Background: an optimization exercise with open tools, aiming at a short achievable clock period and few clock cycles. Do not read the settings as production practice. In this exercise RTL edits were held to simulation tests only and were not proved equivalent to the original. No driver is modelled on the clock port, so clocking that relies on it looks cheaper here than on a real chip. Power figures rest on the tool's default switching activity, not on a simulated workload.

[config.mk]
export PLATFORM = sky130hd
export DESIGN_NAME = soc_fabric
export DESIGN_NICKNAME = soc_fabric
export VERILOG_FILES = /design/flow/design.v
export SDC_FILE = /design/flow/constraint.sdc
export NUM_CORES = 8
export LEC_CHECK = 0
export CAP_MARGIN = 50
export CORE_MARGIN = 2
export CORE_UTILIZATION = 50
export PLACE_DENSITY = 0.65
export SETUP_SLACK_MARGIN = 2.5
export SLEW_MARGIN = 80
export SYNTH_HIERARCHICAL = 1
export SYNTH_MEMORY_MAX_BITS = 16384
export SYNTH_MINIMUM_KEEP_SIZE = 0
export TNS_END_PERCENT = 10
[constraint.sdc]
create_clock -name core_clock -period 6.0 [get_ports {wb_clk_i}]
set_input_delay 1.2000 -clock core_clock [delete_from_list [all_inputs] [get_ports {wb_clk_i}]]
set_output_delay 1.2000 -clock core_clock [all_outputs]
set_load 0.01 [all_outputs]
[design.v]
`default_nettype none
package soc_pkg;
   typedef struct packed {
      logic                   cyc;
      logic                   stb;
      logic                   we;
      logic [32-1:0] adr;
      logic [4-1:0]  sel;
      logic [32-1:0] dat;
   } wb_req_t;
   typedef struct packed {
      logic                   ack;
      logic                   err;
      logic [32-1:0] dat;
   } wb_rsp_t;
   typedef enum logic [1:0] {
      ARB_IDLE = 2'd0,
      ARB_CPU  = 2'd1,
      ARB_DBG  = 2'd2
   } arb_state_e;
   typedef enum logic [1:0] {
      SEL_SRAM = 2'd0,
      SEL_GPIO = 2'd1,
      SEL_NONE = 2'd2
   } slave_sel_e;
endpackage
`default_nettype wire
`timescale 1ns/10ps
`default_nettype none
module sram_and2 #(
   parameter int unsigned W = 1
) (
   input  logic [W-1:0] a,
   input  logic [W-1:0] b,
   output logic [W-1:0] y
);
   assign y = a & b;
endmodule
module sram_o21ai #(
   parameter int unsigned W = 1
) (
   input  logic [W-1:0] a1,
   input  logic [W-1:0] a2,
   input  logic [W-1:0] b1,
   output logic [W-1:0] y
);
   assign y = ~((a1 | a2) & b1);
endmodule
module sram_o21bai #(
   parameter int unsigned W = 1
) (
   input  logic [W-1:0] a1,
   input  logic [W-1:0] a2,
   input  logic [W-1:0] b1_n,
   output logic [W-1:0] y
);
   assign y = ~((a1 | a2) & ~b1_n);
endmodule
module sram_nand2 #(
   parameter int unsigned W = 1
) (
   input  logic [W-1:0] a,
   input  logic [W-1:0] b,
   output logic [W-1:0] y
);
   assign y = ~(a & b);
endmodule
module sram_aoi22 #(
   parameter int unsigned W = 1
) (
   input  logic [W-1:0] a1,
   input  logic [W-1:0] a2,
   input  logic [W-1:0] b1,
   input  logic [W-1:0] b2,
   output logic [W-1:0] y
);
   assign y = ~((a1 & a2) | (b1 & b2));
endmodule
module sram_ao22 #(
   parameter int unsigned W = 1
) (
   input  logic [W-1:0] a1,
   input  logic [W-1:0] a2,
   input  logic [W-1:0] b1,
   input  logic [W-1:0] b2,
   output logic [W-1:0] y
);
   assign y = (a1 & a2) | (b1 & b2);
endmodule
module sram_nand4 #(
   parameter int unsigned W = 1
) (
   input  logic [W-1:0] a,
   input  logic [W-1:0] b,
   input  logic [W-1:0] c,
   input  logic [W-1:0] d,
   output logic [W-1:0] y
);
   assign y = ~(a & b & c & d);
endmodule
module sram_nor4 #(
   parameter int unsigned W = 1
) (
   input  logic [W-1:0] a,
   input  logic [W-1:0] b,
   input  logic [W-1:0] c,
   input  logic [W-1:0] d,
   output logic [W-1:0] y
);
   assign y = ~(a | b | c | d);
endmodule
`default_nettype wire
`timescale 1ns/10ps
`default_nettype none
module soc_fabric_top (
   input  logic               wb_clk_i,
   input  logic               rst_n_i,
   input  soc_pkg::wb_req_t            cpu_req_i,
   output soc_pkg::wb_rsp_t            cpu_rsp_o,
   input  soc_pkg::wb_req_t            dbg_req_i,
   output soc_pkg::wb_rsp_t            dbg_rsp_o,
   input  logic [32-1:0] gpio_in_i,
   output logic [32-1:0] gpio_out_o,
   output logic [32-1:0] gpio_oe_o
);
   localparam int unsigned DEPTH = 1 << 8;
   localparam int unsigned DW    = 32;
   logic [1:0]                         req_cyc;
   logic [1:0]                         req_we;
   logic [1:0][32-1:0]        req_adr;
   logic [1:0][4-1:0]         req_sel;
   logic [1:0][DW-1:0]                 req_dat;
   assign req_cyc = {dbg_req_i.cyc && dbg_req_i.stb, cpu_req_i.cyc && cpu_req_i.stb};
   assign req_we  = {dbg_req_i.we,  cpu_req_i.we};
   assign req_adr = {dbg_req_i.adr, cpu_req_i.adr};
   assign req_sel = {dbg_req_i.sel, cpu_req_i.sel};
   assign req_dat = {dbg_req_i.dat, cpu_req_i.dat};
   logic [DEPTH-1:0][DW-1:0]          mem_q;
   logic [1:0]                        ack_q;
   logic [1:0]                        err_q;
   logic [1:0]                        rsp_q;
   logic [1:0][DW-1:0]                rdata_q;
   logic [32-1:0]                in_meta_q;
   logic [32-1:0]                in_sync_q;
   logic [32-1:0]                out_q;
   logic [32-1:0]                oe_q;
   logic [1:0]                        first;
   logic [1:0]                        is_sram;
   logic [1:0]                        is_gpio;
   logic [1:0]                        ofs_in;
   logic [1:0]                        ofs_out;
   logic [1:0]                        ofs_oe;
   logic [1:0]                        ok;
   logic [1:0]                        sram_wr;
   logic [1:0]                        wr_sram;
   logic [1:0]                        hold;
   logic [1:0]                        wack;
   logic [1:0]                        wr_out;
   logic [1:0]                        wr_oe;
   logic [1:0][8-1:0]    word_idx;
   logic [1:0][DW-1:0]                rdata_d;
   logic [1:0][DW-1:0]                other_d;
   logic [1:0][DW-1:0]                other_q;
   logic [1:0][DW-1:0]                dat_o;
   logic [1:0][4-1:0][DEPTH-1:0] rsel;
   logic [1:0][DEPTH/2-1:0][DW-1:0]   l1_n;
   logic [1:0][DEPTH/8-1:0][DW-1:0]   l2;
   logic [1:0][DEPTH/32-1:0][DW-1:0]  l3_n;
   logic [1:0][1:0][DW-1:0]           l4;
   assign hold[0] = 1'b0;
   assign hold[1] = req_cyc[0] && req_we[0];
   for (genvar p = 0; p < 2; p++) begin : g_port
      assign first[p]    = req_cyc[p] && !rsp_q[p];
      assign is_sram[p]  = req_adr[p][32-1 -: 4] == 4'hE;
      assign is_gpio[p]  = req_adr[p][32-1 -: 4] == 4'h4;
      assign ofs_in[p]   = req_adr[p][7:0] == 8'h00;
      assign ofs_out[p]  = req_adr[p][7:0] == 8'h04;
      assign ofs_oe[p]   = req_adr[p][7:0] == 8'h08;
      assign ok[p]       = is_sram[p] ||
                           (is_gpio[p] && (ofs_out[p] || ofs_oe[p] || (ofs_in[p] && !req_we[p])));
      assign sram_wr[p]  = req_cyc[p] && req_we[p] && is_sram[p];
      assign wr_sram[p]  = sram_wr[p] && !hold[p];
      assign wack[p]     = wr_sram[p];
      assign wr_out[p]   = first[p] && req_we[p] && is_gpio[p] && ofs_out[p];
      assign wr_oe[p]    = first[p] && req_we[p] && is_gpio[p] && ofs_oe[p];
      assign word_idx[p] = req_adr[p][8+1:2];
      logic [15:0]      pre_lo;
      logic [15:0]      pre_hi;
      logic [DEPTH-1:0] pre_lo_w;
      logic [DEPTH-1:0] pre_hi_w;
      logic [DW-1:0]    gpio_rd;
      for (genvar i = 0; i < 16; i++) begin : g_pre
         assign pre_lo[i] = word_idx[p][3:0] == i;
         assign pre_hi[i] = word_idx[p][7:4] == i;
      end
      for (genvar w = 0; w < DEPTH; w++) begin : g_prew
         assign pre_lo_w[w] = pre_lo[w % 16];
         assign pre_hi_w[w] = pre_hi[w / 16];
      end
      for (genvar k = 0; k < 4; k++) begin : g_rsel
         sram_and2 #(.W(DEPTH)) u_g (.a(pre_hi_w), .b(pre_lo_w), .y(rsel[p][k]));
      end
      assign gpio_rd = ({DW{ofs_in[p]}}  & in_sync_q)
                     | ({DW{ofs_out[p]}} & out_q)
                     | ({DW{ofs_oe[p]}}  & oe_q);
      for (genvar i = 0; i < DEPTH / 2; i++) begin : g_l1
         sram_aoi22 #(.W(DW)) u_g (.a1({{8{rsel[p][3][2*i]}},   {8{rsel[p][2][2*i]}},
                                         {8{rsel[p][1][2*i]}},   {8{rsel[p][0][2*i]}}}),
                                   .a2(mem_q[2*i]),
                                   .b1({{8{rsel[p][3][2*i+1]}}, {8{rsel[p][2][2*i+1]}},
                                         {8{rsel[p][1][2*i+1]}}, {8{rsel[p][0][2*i+1]}}}),
                                   .b2(mem_q[2*i+1]),
                                   .y (l1_n[p][i]));
      end
      for (genvar i = 0; i < DEPTH / 8; i++) begin : g_l2
         sram_nand4 #(.W(DW)) u_g (.a(l1_n[p][4*i]), .b(l1_n[p][4*i+1]), .c(l1_n[p][4*i+2]), .d(l1_n[p][4*i+3]),
                                   .y(l2[p][i]));
      end
      for (genvar i = 0; i < DEPTH / 32; i++) begin : g_l3
         sram_nor4 #(.W(DW)) u_g (.a(l2[p][4*i]), .b(l2[p][4*i+1]), .c(l2[p][4*i+2]), .d(l2[p][4*i+3]),
                                  .y(l3_n[p][i]));
      end
      for (genvar i = 0; i < 2; i++) begin : g_l4
         sram_nand4 #(.W(DW)) u_g (.a(l3_n[p][4*i]), .b(l3_n[p][4*i+1]), .c(l3_n[p][4*i+2]), .d(l3_n[p][4*i+3]),
                                   .y(l4[p][i]));
      end
      logic                  byp_word;
      logic [4-1:0] byp;
      logic [DW-1:0]         byp_mask;
      assign byp_word = wr_sram[1-p] && word_idx[p] == word_idx[1-p];
      assign byp      = {4{byp_word}} & req_sel[1-p];
      assign byp_mask = {{8{byp[3]}}, {8{byp[2]}}, {8{byp[1]}}, {8{byp[0]}}};
      logic [DW-1:0] keep;
      logic [DW-1:0] other_n;
      logic [DW-1:0] tree_n;
      assign keep    = ~byp_mask & {DW{!is_gpio[p]}};
      assign other_n = ~(is_gpio[p] ? gpio_rd : (byp_mask & req_dat[1-p]));
      sram_o21ai #(.W(DW)) u_tree (.a1(l4[p][0]), .a2(l4[p][1]), .b1(keep), .y(tree_n));
      assign rdata_d[p] = tree_n;
      assign other_d[p] = other_n;
      always_ff @(posedge wb_clk_i) begin
         rdata_q[p] <= rdata_d[p];
         other_q[p] <= other_d[p];
      end
      sram_nand2 #(.W(DW)) u_rd (.a(rdata_q[p]), .b(other_q[p]), .y(dat_o[p]));
      always_ff @(posedge wb_clk_i or negedge rst_n_i) begin
         if (!rst_n_i) begin
            ack_q[p] <= 1'b0;
            err_q[p] <= 1'b0;
            rsp_q[p] <= 1'b0;
         end else begin
            ack_q[p] <= first[p] && ok[p] && !sram_wr[p];
            err_q[p] <= first[p] && !ok[p];
            rsp_q[p] <= first[p] && !sram_wr[p];
         end
      end
   end
   logic [1:0][4-1:0][15:0]  wlo;
   logic [1:0][15:0]                  whi;
   logic [DW-1:0]                     wr_dat;
   for (genvar p = 0; p < 2; p++) begin : g_wdec
      for (genvar i = 0; i < 16; i++) begin : g_i
         assign whi[p][i] = word_idx[p][7:4] == i;
         for (genvar b = 0; b < 4; b++) begin : g_b
            assign wlo[p][b][i] = wr_sram[p] && req_sel[p][b] && word_idx[p][3:0] == i;
         end
      end
   end
   assign wr_dat = hold[1] ? req_dat[0] : req_dat[1];
   for (genvar w = 0; w < DEPTH; w++) begin : g_word
      logic [4-1:0] wen;
      sram_ao22 #(.W(4)) u_wen (
         .a1({4{whi[0][w / 16]}}),
         .a2({wlo[0][3][w % 16], wlo[0][2][w % 16], wlo[0][1][w % 16], wlo[0][0][w % 16]}),
         .b1({4{whi[1][w / 16]}}),
         .b2({wlo[1][3][w % 16], wlo[1][2][w % 16], wlo[1][1][w % 16], wlo[1][0][w % 16]}),
         .y (wen));
      for (genvar b = 0; b < 4; b++) begin : g_lane
         always_ff @(posedge wb_clk_i) begin
            if (wen[b]) begin
               mem_q[w][8*b +: 8] <= wr_dat[8*b +: 8];
            end
         end
      end
   end
   always_ff @(posedge wb_clk_i or negedge rst_n_i) begin
      if (!rst_n_i) begin
         in_meta_q <= '0;
         in_sync_q <= '0;
      end else begin
         in_meta_q <= gpio_in_i;
         in_sync_q <= in_meta_q;
      end
   end
   for (genvar b = 0; b < 4; b++) begin : g_gpio_lane
      always_ff @(posedge wb_clk_i or negedge rst_n_i) begin
         if (!rst_n_i) begin
            out_q[8*b +: 8] <= '0;
            oe_q[8*b +: 8]  <= '0;
         end else begin
            if (wr_out[0] && req_sel[0][b]) begin
               out_q[8*b +: 8] <= req_dat[0][8*b +: 8];
            end else if (wr_out[1] && req_sel[1][b]) begin
               out_q[8*b +: 8] <= req_dat[1][8*b +: 8];
            end
            if (wr_oe[0] && req_sel[0][b]) begin
               oe_q[8*b +: 8] <= req_dat[0][8*b +: 8];
            end else if (wr_oe[1] && req_sel[1][b]) begin
               oe_q[8*b +: 8] <= req_dat[1][8*b +: 8];
            end
         end
      end
   end
   logic [1:0] ack;
   logic [1:0] page_n;
   logic [1:0] wreq_n;
   logic       hold_n;
   assign page_n[0] = !is_sram[0];
   assign page_n[1] = !is_sram[1];
   sram_nand2 #(.W(1)) u_hold_n (.a(req_cyc[0]), .b(req_we[0]), .y(hold_n));
   assign wreq_n[0] = !(req_cyc[0] && req_we[0]);
   assign wreq_n[1] = !(req_cyc[1] && req_we[1] && hold_n);
   sram_o21bai #(.W(2)) u_ack (.a1(page_n), .a2(wreq_n), .b1_n(ack_q), .y(ack));
   assign cpu_rsp_o  = {ack[0], err_q[0], dat_o[0]};
   assign dbg_rsp_o  = {ack[1], err_q[1], dat_o[1]};
   assign gpio_out_o = out_q;
   assign gpio_oe_o  = oe_q;
endmodule
`default_nettype wire
`timescale 1ns/10ps
`default_nettype none
module soc_fabric (
   input  logic                   wb_clk_i,
   input  logic                   rst_n_i,
   input  logic                   cpu_cyc_i,
   input  logic                   cpu_stb_i,
   input  logic                   cpu_we_i,
   input  logic [32-1:0] cpu_adr_i,
   input  logic [4-1:0]  cpu_sel_i,
   input  logic [32-1:0] cpu_dat_i,
   output logic                   cpu_ack_o,
   output logic                   cpu_err_o,
   output logic [32-1:0] cpu_dat_o,
   input  logic                   dbg_cyc_i,
   input  logic                   dbg_stb_i,
   input  logic                   dbg_we_i,
   input  logic [32-1:0] dbg_adr_i,
   input  logic [4-1:0]  dbg_sel_i,
   input  logic [32-1:0] dbg_dat_i,
   output logic                   dbg_ack_o,
   output logic                   dbg_err_o,
   output logic [32-1:0] dbg_dat_o,
   input  logic [32-1:0]     gpio_in_i,
   output logic [32-1:0]     gpio_out_o,
   output logic [32-1:0]     gpio_oe_o
);
   soc_pkg::wb_req_t cpu_req;
   soc_pkg::wb_rsp_t cpu_rsp;
   soc_pkg::wb_req_t dbg_req;
   soc_pkg::wb_rsp_t dbg_rsp;
   assign cpu_req = {cpu_cyc_i, cpu_stb_i, cpu_we_i, cpu_adr_i, cpu_sel_i, cpu_dat_i};
   assign dbg_req = {dbg_cyc_i, dbg_stb_i, dbg_we_i, dbg_adr_i, dbg_sel_i, dbg_dat_i};
   assign {cpu_ack_o, cpu_err_o, cpu_dat_o} = cpu_rsp;
   assign {dbg_ack_o, dbg_err_o, dbg_dat_o} = dbg_rsp;
   soc_fabric_top u_top (
      .wb_clk_i   (wb_clk_i),
      .rst_n_i    (rst_n_i),
      .cpu_req_i  (cpu_req),
      .cpu_rsp_o  (cpu_rsp),
      .dbg_req_i  (dbg_req),
      .dbg_rsp_o  (dbg_rsp),
      .gpio_in_i  (gpio_in_i),
      .gpio_out_o (gpio_out_o),
      .gpio_oe_o  (gpio_oe_o)
   );
endmodule
`default_nettype wire
[flow/run.sh]
#!/bin/bash
set -euo pipefail
here=$(pwd)
f=$here/flow

# Standard synthesis, unchanged
bash standard.sh synth > synth.log 2>&1

# The rest of the standard flow with the extra settings
extra="MATCH_CELL_FOOTPRINT=0 \"BUFFER_PORTS_ARGS=-buffer_cell sky130_fd_sc_hd__buf_8\""
extra="$extra POST_FLOORPLAN_TCL=$f/floorplan.tcl PRE_IO_PLACEMENT_TCL=$f/pins.tcl POST_CTS_TCL=$f/cts.tcl"
for s in GLOBAL_PLACE RESIZE DETAIL_PLACE CTS GLOBAL_ROUTE REPAIR_TIMING_POST_PLACE; do
   extra="$extra PRE_${s}_TCL=$f/dontuse.tcl"
done
extra="$extra MAX_REPAIR_ANTENNAS_ITER_DRT=20"
sed "s|\"\\\${@:-finish}\"|$extra \"\${@:-finish}\"|" standard.sh > layout.sh
grep -q POST_CTS_TCL layout.sh
for step in floorplan place cts route finish; do
   bash layout.sh "$step" > "layout_$step.log" 2>&1
done
test -s out/final.def
[flow/cts.tcl]
# After CTS and its timing repair: replace the small repeaters that the
# design repair left on long wires by stronger buffers, then legalize.
set n 0
foreach i [get_cells wire*] {
  set r [get_property $i ref_name]
  if {[lsearch {sky130_fd_sc_hd__dlymetal6s2s_1 sky130_fd_sc_hd__clkbuf_2 sky130_fd_sc_hd__buf_2 sky130_fd_sc_hd__clkbuf_1 sky130_fd_sc_hd__buf_1 sky130_fd_sc_hd__buf_4 sky130_fd_sc_hd__clkbuf_4} $r] >= 0} {
    replace_cell $i sky130_fd_sc_hd__buf_6; incr n
  }
}
puts "cts.tcl: resized $n wire buffers"
detailed_placement
check_placement -verbose
[flow/dontuse.tcl]
# Keep the optimizer from using delay cells and the weakest buffers as
# buffers (hold fixing keeps its dlygate cells)
set_dont_use [get_lib_cells {sky130_fd_sc_hd__dlymetal6s* sky130_fd_sc_hd__clkdlybuf4s* sky130_fd_sc_hd__clkbuf_1 sky130_fd_sc_hd__clkbuf_2 sky130_fd_sc_hd__buf_1 sky130_fd_sc_hd__buf_2}]
[flow/floorplan.tcl]
# After floorplan: upsize the 4-input gates of the wide AND-OR read trees
# (levels 2 to 4, which drive the longer wires) before placement.
source [file join [file dirname [info script]] dontuse.tcl]
set n 0
foreach inst [get_cells *] {
  set r [get_property $inst ref_name]
  switch -- $r {
    sky130_fd_sc_hd__nand4_1 - sky130_fd_sc_hd__nand4_2 { replace_cell $inst sky130_fd_sc_hd__nand4_4; incr n }
    sky130_fd_sc_hd__nor4_1 - sky130_fd_sc_hd__nor4_2 { replace_cell $inst sky130_fd_sc_hd__nor4_4; incr n }
  }
}
puts "floorplan.tcl: upsized $n tree gates"
[flow/pins.tcl]
# Before pin placement: keep each port's request control pins and its ack and
# err pins together, since ack follows from them within the cycle.
set grp {}
foreach p {cpu dbg} {
  foreach n {cyc_i stb_i we_i adr_i[31] adr_i[30] adr_i[29] adr_i[28] ack_o err_o} {
    lappend grp ${p}_$n
  }
}
set_io_pin_constraint -group -order -pin_names $grp
[standard.sh]
#!/bin/bash
# synth_recipe.tcl (not shown) runs the flow's synth.tcl, then flattens the netlist and writes it again
# the make line also repeats each setting of config.mk as NAME=value (left out here)
make -C /OpenROAD-flow-scripts/flow DESIGN_CONFIG=/design/flow/config.mk WORK_HOME=/design/flow/orfs CLKGATE_MAP_FILE= SYNTH_SCRIPT=/design/flow/synth_recipe.tcl "${@:-finish}"
==> impl_metrics.yaml, run 1 <==
global_routing:
  grt-ovfl-total: 0
  grt_pass1_vias: 278000
  grt_usage: 0.399
  antenna_found_initial: 244
  grt_max_degree: 51
  grt_pass1_wl_um: 2270000
cells_and_area:
  fillers: 53000
  final_layout_size_suffix_gt1_frac: 0.655
  seq_area_sq_um: 252000
  layoutNonFillerInstCount: 39200
  final_net_count: 27600
  areaGrowthSynthToFinish_pct: 32.8
  multiInputGateArea_sq_um: 195000
  layout_commonest_cell: "a22oi_2"
  final_cell_mix: "8200 x a22oi_2, 8192 x edfxtp_1, 2182 x nand4_4"
flow_run:
  maxCapViolations: 0
worst_setup_path:
  crit_required_ps: 7180
  critPathMaxStageDelay_ps: 340
  worstSetupStartpointType: "input pin"
  crit_type: "in -> reg"
  cp.arrival_ps: 4920
  cp_cell_sequence: "buf_8 -> nor2b_2 -> nand3_1 -> buf_12 -> clkinv_16 -> buf_16 -> buf_16 -> buf_8 -> buf_12 -> and2_4 -> a22oi_2 -> nand4_4 -> nor4_4 -> dlygate4sd1_1 -> buf_6 -> nand4_4 -> o21ai_1"
  cp-end-kind: "flip-flop"
  worst_path_max_delay_cell: "nor4_4"
  critPathMaxFanout: 17
timing:
  min_period_ps: 3730
  skew_ps: 41.3
  hold-worst-slack_ps: 32.7
  rsz0062_at_grt: "yes"
  fmax_mhz: 268
  period_share: 0.622
  relSlewSlack: 0.682
  worst_pin_slew_ps: 472
  maxSlewViolCount: 0
  worst_slack_ps: 2270
  tns_ps: 0
  setup_viol: 0
  hold_viol: 0
routing:
  drt_iter0_drc: 40500
  post-route-drc-count: 0
  via_per_inst: 7.38
  postRouteAntennaNets: 0
  wl_um: 1680000
  wl_per_cell_um: 42.9
  dr.pass1.iters: 7
  via_count: 289000
pwr:
  power.density_nw_per_um2: 246
  cellLeakagePower_nw: 157
  ir_drop_mv: 0.374
logic_synthesis:
  ys_warn_count: 7
  seq_area_frac_synth: 0.626
  syn_nets: 23700
  ys_ff_latch: 8454
  synth_area_sq_um: 403000
  synth_ff_type: "edfxtp_1"
  ys_types: 48
  synth_top_area_cell: "edfxtp_1"
  synth_edf_count: 8192
  synthArstFlopShare: 0.0159
  avgSynthCellArea_sq_um: 17.1
  syn_inst: 23600
  synthTopCellsByArea: "edfxtp_1 61%, a22oi_2 25%, nand4_1 3.4%"
  synth_top_cell_area_share: 0.611
floorplan:
  core_area_sq_um: 803000
  rows: 329
  die_w_um: 901
  ioPinCount: 308
  dieArea_sq_um: 813000
  die_height_um: 901
  initial_utilization: 0.502
placement:
  place_inst: 36800
  portBuffers: 271
  hpwl_um: 1260000
  gp_congestion: 0.977
  place_ws_ps: 886
worst_hold_path:
  hold_path_class: "in -> reg"
cts:
  cts.sinks: 8454
  clkTransAtPathRegs_ps: 60
  cts_tree: "built"
  clk_latency_ps: 1270
outcome:
  status: "complete, no violations"
==> metrics by stage <==
stage,power [W],utilization,area [sq um]
final,0.131,0.666,535000
after global routing,0.134,0.665,534000
after detailed placement,0.0745,0.619,497000
after global placement,0.0729,0.579,465000
after floorplan,0.0686,-,403000
==> final timing paths <==
kind                                    startpoint                  end  slack [ps]  depth (start not counted)
worst min-delay path                 gpio_in_i[14]  u_top.in_meta_q[14]          30                          1
worst min register to register  u_top.in_meta_q[4]   u_top.in_sync_q[4]         330                          0
min in group asynchronous                  rst_n_i  u_top.in_sync_q[30]         340                          2
worst max register to register    u_top.mem_q[413]    u_top.rdata_q[61]        3530                          9
worst max-delay path                  dbg_adr_i[3]    u_top.rdata_q[54]        2270                         17
max in group asynchronous                  rst_n_i  u_top.in_meta_q[10]        4270                          8
==> report_power, final <==
| part | internal [W] | switching, W |
|---|---|---|
| clock | 0.0337 | 0.0239 |
| combinational | 0.00303 | 0.00528 |
| sequential | 0.0653 | 0.000225 |
==> synthesized netlist by cell type (9+ instances only) <==
cell and number:
dfxtp_1 128, nor3_1 18, inv_1 39, a22o_1 1024, clkbuf_1 83, a32oi_1 72
nand3_1 16, o21ai_0 94, nand2_1 252, o21ai_1 68, mux2i_1 64, a22oi_2 8192
a22oi_1 24, and2_1 2048, dfrtp_1 134, edfxtp_1 8192, buf_2 18, nor2_1 156
or2_2 32, a211oi_1 34, a2bb2oi_1 63, a31oi_1 36, nand4_1 2182, nor2b_1 9
nor4_2 515
==> kinds of logic after synthesis <==
kind of cell    Yosys count  synth area share
buf+inv                 153           0.00163
simple gates           5274            0.0875
flops                  8454             0.626
compound gates         9611             0.283
mux                      64           0.00159
xor+xnor                  8          0.000174
==> worst max-delay path, delay by kind of cell <==
kind,cells,cell delay [ps]
AOI/OAI and AO/OA,2,490
and+or+nand+nor,6,1300
buffers and inverters,9,1760
==> metal layers <==
metal  global-route usage  vias up  share of wire
li1                     -   113000              -
met2                0.575    20300           0.43
met1                0.537   152000           0.38
met4                0.230       40          0.066
met5                    0        -        0.00022
met3                0.120     3835           0.12
==> state kept, by name (all words and copies together), names as in the netlist <==
| register | count |
|---|---|
| u_top.oe_q | 32 |
| u_top.err_q | 2 |
| u_top.rsp_q | 2 |
| u_top.out_q | 32 |
| u_top.mem_q | 8192 |
| u_top.other_q | 64 |
| u_top.rdata_q | 64 |
| u_top.in_sync_q | 32 |
| u_top.ack_q | 2 |
| u_top.in_meta_q | 32 |
==> layout make-up <==
cell class	instances	share of cell area
flip-flops and latches	8454	0.471
inverters	40	0.00182
multi-input cells	15000	0.364
diodes	410	0.00192
well taps	10600	0.0248
repair buffers	3055	0.0793
clock inverters	539	0.0104
clock buffers	1115	0.0463
Testbench counts, summed over its fixed seeds: cycles 8,366.
==> run 2, diff against run 1 <==
--- a/design.v
+++ b/design.v
@@ -98,6 +98,17 @@
 );
    assign y = ~(a & b & c & d);
 endmodule
+module sram_nand4b #(
+   parameter int unsigned W = 1
+) (
+   input  logic [W-1:0] a_n,
+   input  logic [W-1:0] b,
+   input  logic [W-1:0] c,
+   input  logic [W-1:0] d,
+   output logic [W-1:0] y
+);
+   assign y = ~(~a_n & b & c & d);
+endmodule
 module sram_nor4 #(
    parameter int unsigned W = 1
 ) (
@@ -315,8 +326,11 @@
    logic [1:0] page_n;
    logic [1:0] wreq_n;
    logic       hold_n;
-   assign page_n[0] = !is_sram[0];
-   assign page_n[1] = !is_sram[1];
+   sram_nand4b #(.W(2)) u_page_n (.a_n({req_adr[1][28], req_adr[0][28]}),
+                                  .b({req_adr[1][29], req_adr[0][29]}),
+                                  .c({req_adr[1][30], req_adr[0][30]}),
+                                  .d({req_adr[1][31], req_adr[0][31]}),
+                                  .y(page_n));
    sram_nand2 #(.W(1)) u_hold_n (.a(req_cyc[0]), .b(req_we[0]), .y(hold_n));
    assign wreq_n[0] = !(req_cyc[0] && req_we[0]);
    assign wreq_n[1] = !(req_cyc[1] && req_we[1] && hold_n);
==> run 2 against run 1 <==
Net effect:
- the layout now fails its checks (antenna rules)
- clock skew rose by 18 ps
- first-iteration DRC count rose by 1.1%
- worst setup slack got worse by 66 ps
- routed wire length barely moved
- fmax fell by 1.7%
- power rose by 0.42%
- sequential share of layout area fell by 0.13 points
- cell count rose by 0.27%
- critical endpoint is now u_top.rdata_q[10]
- largest cell class unchanged
==> impl_metrics.yaml, run 2 <==
timing:
  relSlewSlack: 0.616
  tns_ps: 0
  maxSlewViolCount: 0
  rsz0062_at_grt: "yes"
  setup_viol: 0
  min_period_ps: 3800
  period_share: 0.633
  hold_viol: 0
  skew_ps: 59.7
  fmax_mhz: 263
  worst_pin_slew_ps: 577
floorplan:
  initial_utilization: 0.502
  rows: 329
  ioPinCount: 308
  die_w_um: 902
  die_height_um: 902
  core_area_sq_um: 803000
  dieArea_sq_um: 814000
cells_and_area:
  top_register: "u_top.mem_q"
  largest_register_ffs: 8192
  largestRegisters: "u_top.mem_q x8192, u_top.other_q x64, u_top.rdata_q x64"
  areaGrowthSynthToFinish_pct: 33.0
  fillers: 52200
  final_net_count: 27600
  final_layout_size_suffix_gt1_frac: 0.655
  final_cell_mix: "8192 x a22oi_2, 8192 x edfxtp_1, 2181 x nand4_4"
global_routing:
  grt-ovfl-total: 0
  grt_pass1_vias: 278000
  grt_usage: 0.398
  antenna_found_initial: 262
  grt_max_degree: 51
  grt_pass1_wl_um: 2270000
cts:
  cts_tree: "built"
  cts.sinks: 8454
  clkTransAtPathRegs_ps: 60
  clk_latency_ps: 1280
pwr:
  pwr-share-comb: 0.061
  totalPowerFinal_w: 0.132
  switchingPower_w: 0.0297
  intPower_w: 0.102
  cellLeakagePower_nw: 159
  p_clk_frac: 0.443
  power.share.switching: 0.225
  seq_power_share: 0.496
  power.density_nw_per_um2: 246
  ir_drop_mv: 0.412
logic_synthesis:
  synth_edf_count: 8192
  ys_warn_count: 7
  synth_top_area_cell: "edfxtp_1"
  seq_area_frac_synth: 0.625
  synthTopCellsByArea: "edfxtp_1 61%, a22oi_2 25%, nand4_1 3.4%"
  synth_top_cell_area_share: 0.610
  synth_common_cells: "8192 x a22oi_2, 8192 x edfxtp_1, 2181 x nand4_1"
  synth_ff_type: "edfxtp_1"
  ys_types: 47
  syn_nets: 23700
  synth_area_sq_um: 403000
  avgSynthCellArea_sq_um: 17.1
  ys_ff_latch: 8454
  synthArstFlopShare: 0.0159
  syn_inst: 23600
worst_setup_path:
  crit_type: "in -> reg"
  crit_required_ps: 7150
  worstSetupStartpointType: "input pin"
  critPathMaxFanout: 16
  cp-end-kind: "flip-flop"
  cp.arrival_ps: 4950
outcome:
  violations: "antenna rules"
  status: "complete, but fails checks"
routing:
  via_per_inst: 7.36
  postRouteAntennaNets: 1
  dr.pass1.iters: 9
  wl_um: 1680000
  via_count: 289000
  wl_per_cell_um: 42.8
  drt_iter0_drc: 40900
  post-route-drc-count: 0
placement:
  gp_congestion: 0.981
  hpwl_um: 1250000
  portBuffers: 271
worst_hold_path:
  hold_path_class: "in -> reg"
flow_run:
  maxCapViolations: 0
## run 2: cell count changes in the layout (fill, tap and decap cells not counted), sizes merged, moves of 62 or more
| cell | before | now |
|---|---|---|
| nor3b | 1 | 66 |
| a41oi | 0 | 64 |
| nor2 | 156 | 218 |
| clkbuf | 1215 | 1144 |
| diode | 410 | 340 |
| a21oi | 1 | 71 |
| nand2 | 260 | 98 |
## run 2: final timing paths
check | start | to | slack (ps) | cells after the start
min | gpio_in_i[30] | u_top.in_meta_q[30] | 100 | 1
max in group asynchronous | rst_n_i | u_top.in_meta_q[0] | 4430 | 7
max | cpu_adr_i[3] | u_top.rdata_q[10] | 2200 | 17
max reg2reg | u_top.rsp_q[0] | u_top.out_q[22] | 2920 | 13
min reg2reg | u_top.in_meta_q[29] | u_top.in_sync_q[29] | 330 | 0
min in group asynchronous | rst_n_i | u_top.out_q[18] | 360 | 2
## run 2: area by class of cell
class / count / area, sq um / area share
flip-flops and latches: 8454 / 252000 / 0.470
diodes: 340 / 851 / 0.00159
repair buffers: 3082 / 43300 / 0.0807
well taps: 10800 / 13500 / 0.0251
multi-input cells: 14900 / 195000 / 0.363
clock buffers: 1042 / 23700 / 0.0442
clock inverters: 630 / 7070 / 0.0132
inverters: 34 / 958 / 0.00179
## run 2: critical path, cell delays in order
cell	delay, ps
buf_8	290
nor2_1	190
buf_4	230
nand3_4	210
clkinv_16	170
buf_16	190
buf_8	170
buf_12	160
and2_4	230
a22oi_2	250
nand4_4	160
nor4_4	370
dlygate4sd1_1	340
buf_6	130
buf_6	100
nand4_4	110
o21ai_4	310
## run 2: routing by layer
| metal | routed length (um) | vias to the layer above | GRT usage |
|---|---|---|---|
| met5 | 825 | - | 0.00286 |
| met4 | 120000 | 74 | 0.241 |
| met3 | 200000 | 4301 | 0.117 |
| met2 | 728000 | 20600 | 0.576 |
| met1 | 631000 | 151000 | 0.532 |
| li1 | - | 113000 | - |
## run 2: cell families (layout without fill, tap and decap cells)
group                     Yosys count  after routing  synth area share
and+or+nand+nor                  5211           5211            0.0876
AOI/OAI and AO/OA                9615           9615             0.283
DFF                              8454           8454             0.625
xor gates and xnor gates            8              8          0.000174
other                               0            340                 0
muxes                              96             96           0.00248
buffers and inverters             171           4788           0.00183
## run 2: power groups by stage
stage | Clock, W | Combinational, W | Sequential (W)
after floorplan | 0 | 0.00174 | 0.0666
after global placement | 0 | 0.00595 | 0.0667
after detailed placement | 0 | 0.00742 | 0.0667
after global routing | 0.0610 | 0.00805 | 0.0654
final | 0.0585 | 0.00802 | 0.0654
## run 2: metrics by stage
| step | hold WS (ps) | cell area, sq um | util | instances | setup slack [ps] |
|---|---|---|---|---|---|
| final | 98.9 | 536000 | 0.668 | 39300 | 2200 |
| after floorplan | 331 | 404000 | - | 23600 | 1060 |
| after detailed placement | 336 | 498000 | 0.620 | 36900 | 628 |
| after global placement | 333 | 465000 | 0.579 | 35000 | 594 |
| after global routing | 73.4 | 536000 | 0.667 | 39000 | 2340 |
Testbench counts of run 2, summed over its fixed seeds: cycles 8,366.
==> run 3, diff against run 2 <==
--- a/config.mk
+++ b/config.mk
@@ -7,8 +7,8 @@
 export LEC_CHECK = 0
 export CAP_MARGIN = 50
 export CORE_MARGIN = 2
-export CORE_UTILIZATION = 50
-export PLACE_DENSITY = 0.65
+export CORE_UTILIZATION = 58
+export PLACE_DENSITY = 0.72
 export SETUP_SLACK_MARGIN = 2.5
 export SLEW_MARGIN = 80
 export SYNTH_HIERARCHICAL = 1
==> run 3 against run 2 <==
Net effect:
- now clean on timing, DRC and antenna
- register-to-register slack gained 320 ps
- synthesized cell count unchanged
- fmax increased by 1.2%
- non-clock buffer count down 57
- core utilization up 10 points
- worst setup slack improved by 45 ps
- largest cell class unchanged
==> impl_metrics.yaml, run 3 <==
pwr:
  intPower_w: 0.0999
  power.density_nw_per_um2: 242
  pwr-share-comb: 0.062
  ir_drop_mv: 0.374
  power.share.switching: 0.224
  switchingPower_w: 0.0288
  p_clk_frac: 0.430
  cellLeakagePower_nw: 158
  seq_power_share: 0.508
cts:
  clk_latency_ps: 1270
  clkTransAtPathRegs_ps: 60
  cts_tree: "built"
  cts.sinks: 8454
worst_setup_path:
  crit_required_ps: 7140
  reg2reg_slack_ps: 3240
  worstSetupStartpointType: "input pin"
  crit_type: "in -> reg"
  critPathMaxFanout: 14
  cp-end-kind: "flip-flop"
  cp.arrival_ps: 4900
floorplan:
  die_height_um: 838
  dieArea_sq_um: 702000
  core_area_sq_um: 694000
  ioPinCount: 308
  die_w_um: 838
  initial_utilization: 0.581
  rows: 306
cells_and_area:
  seq_area_sq_um: 252000
  top_register: "u_top.mem_q"
  final_net_count: 27500
  fillers: 38500
  largestRegisters: "u_top.mem_q x8192, u_top.other_q x64, u_top.rdata_q x64"
  largest_register_ffs: 8192
  multiInputGateArea_sq_um: 195000
  final_cell_mix: "8192 x a22oi_2, 8192 x edfxtp_1, 2181 x nand4_4"
  final_layout_size_suffix_gt1_frac: 0.654
  final_util: 0.767
  areaGrowthSynthToFinish_pct: 32.0
logic_synthesis:
  synth_top_cell_area_share: 0.610
  ys_types: 47
  synth_edf_count: 8192
  synth_common_cells: "8192 x a22oi_2, 8192 x edfxtp_1, 2181 x nand4_1"
  avgSynthCellArea_sq_um: 17.1
  ys_warn_count: 7
  synth_top_area_cell: "edfxtp_1"
  synth_area_sq_um: 403000
  syn_inst: 23600
  synthArstFlopShare: 0.0159
  seq_area_frac_synth: 0.625
  synth_ff_type: "edfxtp_1"
  synthTopCellsByArea: "edfxtp_1 61%, a22oi_2 25%, nand4_1 3.4%"
  syn_nets: 23700
  ys_ff_latch: 8454
routing:
  wl_per_cell_um: 44.3
  drt_iter0_drc: 44800
  dr.pass1.iters: 8
  via_per_inst: 7.85
  postRouteAntennaNets: 0
  wl_um: 1670000
  via_count: 296000
  post-route-drc-count: 0
outcome:
  status: "complete, no violations"
placement:
  portBuffers: 271
  gp_congestion: 1.00
  hpwl_um: 1230000
timing:
  tns_ps: 0
  hold_viol: 0
  maxSlewViolCount: 0
  setup_viol: 0
  min_period_ps: 3760
  period_share: 0.626
  skew_ps: 49.9
  relSlewSlack: 0.683
  rsz0062_at_grt: "yes"
  worst_pin_slew_ps: 474
  fmax_mhz: 266
global_routing:
  antenna_found_initial: 249
  grt_max_degree: 51
  grt-ovfl-total: 0
  grt_usage: 0.460
  grt_pass1_wl_um: 2270000
  grt_pass1_vias: 282000
flow_run:
  maxCapViolations: 0
worst_hold_path:
  hold_path_class: "in -> reg"
-- run 3: area by class of cell --
class                      count  share of cell area
timing repair buffer        3025              0.0808
clock inverter               554             0.00983
clock buffer                1055              0.0443
sequential                  8454               0.473
tap                         9240              0.0217
multi-input combinational  14900               0.366
inverter                      34             0.00178
antenna                      444             0.00209
-- run 3: power groups by stage --
stage | registers (W) | logic [W] | clock network (W)
2_1_floorplan | 0.0666 | 0.00174 | 0
3_3_place_gp | 0.0666 | 0.00586 | 0
3_5_place_dp | 0.0666 | 0.00739 | 0
5_1_grt | 0.0653 | 0.00798 | 0.0576
6_report | 0.0654 | 0.00799 | 0.0553
-- run 3: final timing paths --
check	start	to	cells after the start
min reg2reg	u_top.in_meta_q[15]	u_top.in_sync_q[15]	0
min in group asynchronous	rst_n_i	u_top.in_meta_q[18]	2
max in group asynchronous	rst_n_i	u_top.oe_q[19]	6
min	gpio_in_i[23]	u_top.in_meta_q[23]	1
max	cpu_adr_i[2]	u_top.rdata_q[10]	17
max reg2reg	u_top.rsp_q[0]	u_top.out_q[15]	11
-- run 3: routing by layer --
metal | vias to the layer above | wire [um] | GRT usage
met2 | 24900 | 718000 | 0.655
met1 | 152000 | 588000 | 0.593
met5 | - | 1500 | 0.00501
li1 | 113000 | - | -
met3 | 5645 | 224000 | 0.151
met4 | 78 | 142000 | 0.331
-- run 3: per-stage QoR --
step	area [sq um]	instances	setup WS, ps	hold WS (ps)	total power (W)
floorplan	404000	23600	1060	331	0.0683
global placement	464000	33500	301	332	0.0725
detailed placement	497000	35400	1020	335	0.0740
global route	532000	37500	2400	23.8	0.131
finish	532000	37700	2240	26.7	0.129
-- run 3: kinds of logic (layout without fill, tap and decap cells) --
family | after synthesis | in the layout | share of synthesized area
AO/OA/AOI/OAI | 9615 | 9615 | 0.283
other | 0 | 444 | 0
flip-flops | 8454 | 8454 | 0.625
XOR/XNOR | 8 | 8 | 0.000174
buffers and inverters | 171 | 4668 | 0.00183
AND/OR/NAND/NOR | 5211 | 5211 | 0.0876
multiplexers | 96 | 96 | 0.00248
-- run 3: worst max-delay path, cell delays in order --
cell and delay [ps]:
buf_8 190, nor2_4 100, buf_4 180, nand2_4 160, clkinv_16 150, buf_8 180, buf_12 150, and2_2 300
a22oi_2 210, dlygate4sd1_1 350, nand4_4 290, nor4_4 390, dlygate4sd1_1 310, buf_6 130, buf_6 100, nand4_4 160
o21ai_1 220
==> run 4, diff against run 3 <==
--- a/design.v
+++ b/design.v
@@ -150,7 +150,8 @@
    logic [1:0]                        ack_q;
    logic [1:0]                        err_q;
    logic [1:0]                        rsp_q;
-   logic [1:0][DW-1:0]                rdata_q;
+   logic [1:0][1:0][DW-1:0]           tree_q;
+   logic [1:0][DW-1:0]                keep_q;
    logic [32-1:0]                in_meta_q;
    logic [32-1:0]                in_sync_q;
    logic [32-1:0]                out_q;
@@ -169,7 +170,6 @@
    logic [1:0]                        wr_out;
    logic [1:0]                        wr_oe;
    logic [1:0][8-1:0]    word_idx;
-   logic [1:0][DW-1:0]                rdata_d;
    logic [1:0][DW-1:0]                other_d;
    logic [1:0][DW-1:0]                other_q;
    logic [1:0][DW-1:0]                dat_o;
@@ -244,16 +244,18 @@
       logic [DW-1:0] keep;
       logic [DW-1:0] other_n;
       logic [DW-1:0] tree_n;
+      logic [DW-1:0] keep_d;
       assign keep    = ~byp_mask & {DW{!is_gpio[p]}};
       assign other_n = ~(is_gpio[p] ? gpio_rd : (byp_mask & req_dat[1-p]));
-      sram_o21ai #(.W(DW)) u_tree (.a1(l4[p][0]), .a2(l4[p][1]), .b1(keep), .y(tree_n));
-      assign rdata_d[p] = tree_n;
+      assign keep_d     = keep;
       assign other_d[p] = other_n;
       always_ff @(posedge wb_clk_i) begin
-         rdata_q[p] <= rdata_d[p];
+         tree_q[p]  <= l4[p];
+         keep_q[p]  <= keep_d;
          other_q[p] <= other_d[p];
       end
-      sram_nand2 #(.W(DW)) u_rd (.a(rdata_q[p]), .b(other_q[p]), .y(dat_o[p]));
+      sram_o21ai #(.W(DW)) u_tree (.a1(tree_q[p][0]), .a2(tree_q[p][1]), .b1(keep_q[p]), .y(tree_n));
+      sram_nand2 #(.W(DW)) u_rd (.a(tree_n), .b(other_q[p]), .y(dat_o[p]));
       always_ff @(posedge wb_clk_i or negedge rst_n_i) begin
          if (!rst_n_i) begin
             ack_q[p] <= 1'b0;
--- a/config.mk
+++ b/config.mk
@@ -7,8 +7,8 @@
 export LEC_CHECK = 0
 export CAP_MARGIN = 50
 export CORE_MARGIN = 2
-export CORE_UTILIZATION = 58
-export PLACE_DENSITY = 0.72
+export CORE_UTILIZATION = 50
+export PLACE_DENSITY = 0.65
 export SETUP_SLACK_MARGIN = 2.5
 export SLEW_MARGIN = 80
 export SYNTH_HIERARCHICAL = 1
==> run 4 against run 3 <==
Net effect:
- combinational power rose by 5.4%
- core utilization fell by 9.8 points
- clock power rose by 6.0%
- worst setup slack improved by 15 ps
- worst hold slack improved by 25 ps
- register-to-register slack got worse by 340 ps
- final area rose by 1.4%
- sequential share of layout area fell by 0.38 points
- critical path type unchanged
- largest cell class unchanged
- highest routed layer unchanged
==> impl_metrics.yaml, run 4 <==
outcome:
  status: "complete, no violations"
timing:
  fmax_mhz: 267
  rsz0062_at_grt: "yes"
  period_share: 0.623
  worst_slack_ps: 2260
  relSlewSlack: 0.699
  hold_viol: 0
  skew_ps: 45.4
  tns_ps: 0
  maxSlewViolCount: 0
  setup_viol: 0
  min_period_ps: 3740
  hold-worst-slack_ps: 51.7
  worst_pin_slew_ps: 448
flow_run:
  maxCapViolations: 0
floorplan:
  dieArea_sq_um: 816000
  rows: 330
  initial_utilization: 0.501
  die_height_um: 903
  ioPinCount: 308
  core_area_sq_um: 807000
  die_w_um: 903
worst_setup_path:
  critical_path.startpoint: "dbg_adr_i[3]"
  cp.buffers_inverters: 12
  worstSetupEndpoint: "u_top.tree_q[95]"
  critPathMaxFanout: 21
  crit_type: "in -> reg"
  r2r_start: "u_top.rsp_q[0]"
  critPathMaxStageDelay_ps: 330
  worstRegToRegCells: 12
  worstSetupStartpointType: "input pin"
  worst_path_max_delay_cell: "a22oi_2"
  cp.arrival_ps: 4840
  regToRegEndpoint: "u_top.oe_q[29]"
  critical_path_depth: 19
  reg2reg_slack_ps: 2900
  cpLargestDelayFamily: "buffers and inverters"
  cp_cell_sequence: "buf_8 -> buf_16 -> buf_12 -> nor2_1 -> buf_6 -> nand2_1 -> buf_8 -> inv_16 -> buf_12 -> buf_16 -> buf_12 -> and2_2 -> a22oi_2 -> nand4_4 -> nor4_4 -> dlygate4sd1_1 -> buf_6 -> buf_6 -> nand4_4"
  cp-end-kind: "flip-flop"
  crit_required_ps: 7100
logic_synthesis:
  ys_types: 48
  synthTopCellsByArea: "edfxtp_1 61%, a22oi_2 25%, nand4_1 3.4%"
  synth_ff_type: "edfxtp_1"
  synth_edf_count: 8192
  ys_ff_latch: 8526
  synth_area_sq_um: 404000
  synth_top_area_cell: "edfxtp_1"
  syn_inst: 23700
  synth_common_cells: "8192 x a22oi_2, 8192 x edfxtp_1, 2184 x nand4_1"
  synth_top_cell_area_share: 0.608
  seq_area_frac_synth: 0.627
  syn_nets: 23900
  ys_warn_count: 7
  synthArstFlopShare: 0.0157
  avgSynthCellArea_sq_um: 17.1
global_routing:
  antenna_found_initial: 249
  grt-ovfl-total: 0
  grt_pass1_vias: 279000
  grt_usage: 0.400
  grt_pass1_wl_um: 2280000
  grt_max_degree: 51
routing:
  postRouteAntennaNets: 0
  via_per_inst: 7.36
  wl_per_cell_um: 42.7
  drt_iter0_drc: 41500
  wl_um: 1690000
  via_count: 291000
  dr.pass1.iters: 6
  post-route-drc-count: 0
worst_hold_path:
  hold_path_class: "in -> reg"
cells_and_area:
  top_register: "u_top.mem_q"
  areaGrowthSynthToFinish_pct: 33.5
  final_net_count: 27800
  final_cell_mix: "8205 x a22oi_2, 8192 x edfxtp_1, 2184 x nand4_4"
  final_util: 0.669
  largestRegisters: "u_top.mem_q x8192, u_top.tree_q x128, u_top.other_q x64"
  largest_register_ffs: 8192
  final_layout_size_suffix_gt1_frac: 0.657
  layout_commonest_cell: "a22oi_2"
placement:
  gp_congestion: 0.965
  hpwl_um: 1260000
  portBuffers: 271
  place_ws_ps: 740
cts:
  clk_latency_ps: 1240
  cts_tree: "built"
  cts.sinks: 8526
  clkTransAtPathRegs_ps: 60
pwr:
  pwr-share-comb: 0.063
  power.density_nw_per_um2: 247
  p_clk_frac: 0.440
  intPower_w: 0.103
  power.share.switching: 0.224
  seq_power_share: 0.496
  ir_drop_mv: 0.401
  switchingPower_w: 0.0299
  cellLeakagePower_nw: 159
==> run 4: cell types whose count changed after synthesis, moves of 24 or more <==
cell	delta
nand2_1	+147
dfxtp_1	+72
a41oi_1	-64
nor2_1	-63
o21ai_0	+61
a2bb2oi_1	-56
a22oi_1	+32
mux2_2	-32
a32oi_1	+24
==> run 4: worst min path at each step <==
stage | from | to | slack (ps) | cells past startpoint
global placement | u_top.in_meta_q[2] | u_top.in_sync_q[2] | 330 | 0
global route | gpio_in_i[19] | u_top.in_meta_q[19] | 40 | 1
detailed placement | u_top.in_meta_q[15] | u_top.in_sync_q[15] | 330 | 0
finish | gpio_in_i[20] | u_top.in_meta_q[20] | 50 | 1
floorplan | u_top.in_meta_q[0] | u_top.in_sync_q[0] | 330 | 0
==> run 4: kinds of logic (layout without fill, tap and decap cells) <==
kind of cell / Yosys count / in the layout / share of synthesized area
flip-flops: 8526 / 8526 / 0.627
multiplexers: 64 / 64 / 0.00158
other: 0 / 377 / 0
AND/OR/NAND/NOR: 5300 / 5300 / 0.0882
buffers and inverters: 165 / 4866 / 0.00174
AO/OA/AOI/OAI: 9612 / 9612 / 0.282
XOR/XNOR: 8 / 8 / 0.000173
==> run 4: power by group through the flow <==
stage	logic [W]	registers [W]	clock network, W
3_5_place_dp	0.00778	0.0673	0
5_1_grt	0.00849	0.0660	0.0611
3_3_place_gp	0.00610	0.0673	0
6_report	0.00842	0.0661	0.0586
2_1_floorplan	0.00179	0.0673	0
==> run 4: through the flow <==
stage	instances	total power [W]	area (sq um)
floorplan	23700	0.0691	405000
global placement	35200	0.0734	466000
detailed placement	37200	0.0751	502000
global route	39300	0.136	539000
finish	39500	0.133	540000
==> run 4: layer usage <==
| metal | up-vias | global-route usage | wire length (um) |
|---|---|---|---|
| met5 | - | 0.000466 | 1450 |
| met4 | 54 | 0.231 | 112000 |
| met3 | 4170 | 0.121 | 206000 |
| met2 | 21000 | 0.581 | 736000 |
| met1 | 152000 | 0.534 | 635000 |
| li1 | 114000 | - | - |
==> run 4: final cells by class <==
class | instances | area (sq um)
Clock buffer | 1113 | 24700
Inverter | 38 | 985
Clock inverter | 571 | 6230
Sequential cell | 8526 | 253000
Tap cell | 10800 | 13500
Antenna cell | 377 | 943
Multi-Input combinational cell | 15000 | 195000
Fill cell | 52700 | 267000
Timing Repair Buffer | 3144 | 45200
Testbench counts of run 4, summed over its fixed seeds: cycles 8,366.
==> run 5, diff against run 4 <==
--- a/config.mk
+++ b/config.mk
@@ -7,8 +7,8 @@
 export LEC_CHECK = 0
 export CAP_MARGIN = 50
 export CORE_MARGIN = 2
-export CORE_UTILIZATION = 50
-export PLACE_DENSITY = 0.65
+export CORE_UTILIZATION = 58
+export PLACE_DENSITY = 0.72
 export SETUP_SLACK_MARGIN = 2.5
 export SLEW_MARGIN = 80
 export SYNTH_HIERARCHICAL = 1
==> run 5 against run 4 <==
Net effect:
- highest routed layer unchanged
- still clean on timing, DRC and antenna
- register-to-register slack better by 180 ps
- synthesized cell count unchanged
- critical endpoint is now u_top.tree_q[11]
- clock-buffer cell count up 51
- sequential power about the same
- largest cell class unchanged
==> impl_metrics.yaml, run 5 <==
outcome:
  status: "complete, no violations"
timing:
  min_period_ps: 3740
  hold_viol: 0
  worst_pin_slew_ps: 508
  period_share: 0.624
  tns_ps: 0
  rsz0062_at_grt: "yes"
  fmax_mhz: 267
  maxSlewViolCount: 0
  skew_ps: 37.2
  relSlewSlack: 0.662
  setup_viol: 0
routing:
  dr.pass1.iters: 9
  wl_um: 1670000
  post-route-drc-count: 0
  postRouteAntennaNets: 0
  wl_per_cell_um: 43.9
  via_count: 298000
  drt_iter0_drc: 47300
  via_per_inst: 7.84
floorplan:
  initial_utilization: 0.582
  ioPinCount: 308
  die_height_um: 839
  dieArea_sq_um: 704000
  core_area_sq_um: 695000
  die_w_um: 839
  rows: 306
logic_synthesis:
  ys_ff_latch: 8526
  seq_area_frac_synth: 0.627
  ys_warn_count: 7
  syn_inst: 23700
  synth_area_sq_um: 404000
  synth_common_cells: "8192 x a22oi_2, 8192 x edfxtp_1, 2184 x nand4_1"
  synthTopCellsByArea: "edfxtp_1 61%, a22oi_2 25%, nand4_1 3.4%"
  synth_top_area_cell: "edfxtp_1"
  syn_nets: 23900
  synthArstFlopShare: 0.0157
  avgSynthCellArea_sq_um: 17.1
  synth_top_cell_area_share: 0.608
  ys_types: 48
  synth_ff_type: "edfxtp_1"
  synth_edf_count: 8192
cells_and_area:
  top_register: "u_top.mem_q"
  final_cell_mix: "8199 x a22oi_2, 8192 x edfxtp_1, 2184 x nand4_4"
  final_layout_size_suffix_gt1_frac: 0.656
  largest_register_ffs: 8192
  areaGrowthSynthToFinish_pct: 32.5
  largestRegisters: "u_top.mem_q x8192, u_top.tree_q x128, u_top.other_q x64"
  layout_commonest_cell: "a22oi_2"
  final_net_count: 27700
pwr:
  seq_power_share: 0.501
  cellLeakagePower_nw: 158
  power.share.switching: 0.223
  p_clk_frac: 0.435
  intPower_w: 0.102
  pwr-share-comb: 0.064
  power.density_nw_per_um2: 246
  totalPowerFinal_w: 0.132
  switchingPower_w: 0.0294
  ir_drop_mv: 0.350
worst_setup_path:
  r2r_start: "u_top.rsp_q[0]"
  critPathMaxFanout: 12
  critical_path.startpoint: "cpu_adr_i[2]"
  cp.arrival_ps: 4840
  crit_type: "in -> reg"
  worstSetupStartpointType: "input pin"
  crit_required_ps: 7090
  reg2reg_slack_ps: 3080
  cp-end-kind: "flip-flop"
cts:
  cts.sinks: 8526
  clkTransAtPathRegs_ps: 60
  clk_latency_ps: 1240
  cts_tree: "built"
global_routing:
  grt_pass1_wl_um: 2260000
  grt_pass1_vias: 283000
  grt_max_degree: 58
  grt_usage: 0.458
  antenna_found_initial: 242
  grt-ovfl-total: 0
placement:
  portBuffers: 271
  hpwl_um: 1230000
  gp_congestion: 0.992
worst_hold_path:
  hold_path_class: "in -> reg"
  hp-start: "gpio_in_i[27]"
flow_run:
  maxCapViolations: 0
[run 5: cell counts after synthesis]
No cell type changed its count.
[run 5: power by group through the flow]
stage	Clock, W	Sequential (W)	Combinational (W)
after detailed placement	0	0.0673	0.00771
after global routing	0.0597	0.0660	0.00840
after global placement	0	0.0673	0.00606
after floorplan	0	0.0673	0.00179
final	0.0574	0.0660	0.00840
[run 5: critical path, cell delays in order]
cell           delay, ps
buf_8                100
buf_12               160
and2_2               300
nand2_1              160
buf_12               220
clkinv_16            160
buf_16               250
buf_8                210
buf_12               180
and2_2               290
a22oi_2              310
nand4_4              190
nor4_4               320
dlygate4sd1_1        320
buf_6                140
buf_6                100
nand4_4               80
[run 5: stage by stage]
stage | hold WS [ps] | utilization | area (sq um) | std cells | setup WS (ps)
6_report | 56.8 | 0.772 | 536000 | 38000 | 2260
2_1_floorplan | 331 | - | 405000 | 23700 | 1180
3_5_place_dp | 335 | 0.717 | 498000 | 35600 | 839
5_1_grt | 69.8 | 0.770 | 535000 | 37600 | 2360
3_3_place_gp | 332 | 0.669 | 465000 | 33600 | 597
[run 5: final cells by class]
type,count,area [sq um]
Sequential cell,8526,253000
Multi-Input combinational cell,15000,195000
Fill cell,38200,159000
Timing Repair Buffer,3114,43600
Clock buffer,1164,25200
Tap cell,9240,11600
Clock inverter,481,4980
Antenna cell,456,1140
Inverter,38,973
[run 5: path summary, 6_finish.rpt]
check	depth (start not counted)	end
max in group asynchronous	7	u_top.in_sync_q[23]
worst min register to register	0	u_top.in_sync_q[12]
min in group asynchronous	2	u_top.out_q[3]
worst max-delay path	17	u_top.tree_q[11]
worst max register to register	11	u_top.out_q[4]
worst min-delay path	1	u_top.in_meta_q[27]
[run 5: cells by family after synthesis]
kind of cell | after synthesis | share of synthesized area
AO/OA/AOI/OAI | 9612 | 0.282
XOR/XNOR | 8 | 0.000173
buffers and inverters | 165 | 0.00174
flip-flops | 8526 | 0.627
multiplexers | 64 | 0.00158
AND/OR/NAND/NOR | 5300 | 0.0882
[run 5: layer usage]
metal  up-vias  routed length [um]  global-route usage
met5         -                1940              0.0114
met4        92              127000               0.288
met3      5326              231000               0.154
met2     25700              715000               0.656
met1    153000              594000               0.602
li1     114000                   -                   -

## afterwards: timing with drivers on the ports
The flow's constraints put no driver on any port. The routed layouts listed below were extracted and timed again, unchanged, in two steps.
Step 1, drivers: a clkbuf_16 drives wb_clk_i and a buf_2 each remaining input, both assumed.
Step 2 moves the port delays by t, midway between the first and last clock arrival at a register: inputs arrive t later, outputs are due t later. That takes back most of the time a late clock gives input paths.
Three values: ideal, step 1, step 2; two values: the first two.
run	t, ns	setup WS [ns]	hold slack, ns	worst setup path after step 2
run 1	1.421	2.265 / 1.966 / 0.545	0.033 / -0.083 / 0.331	input to register
run 2	1.401	2.199 / 2.111 / 0.709	0.099 / -0.002 / 0.326	input to register
run 3	1.427	2.244 / 2.080 / 0.652	0.027 / -0.099 / 0.321	input to register
run 4	1.406	2.260 / 2.210 / 0.964	0.052 / -0.068 / 0.345	input to register
run 5	1.377	2.255 / 2.158 / 0.781	0.057 / -0.048 / 0.342	input to register
The setup slack of run 1, which loses most, moves by -0.299 ns with the drivers and by -1.720 ns with both steps.
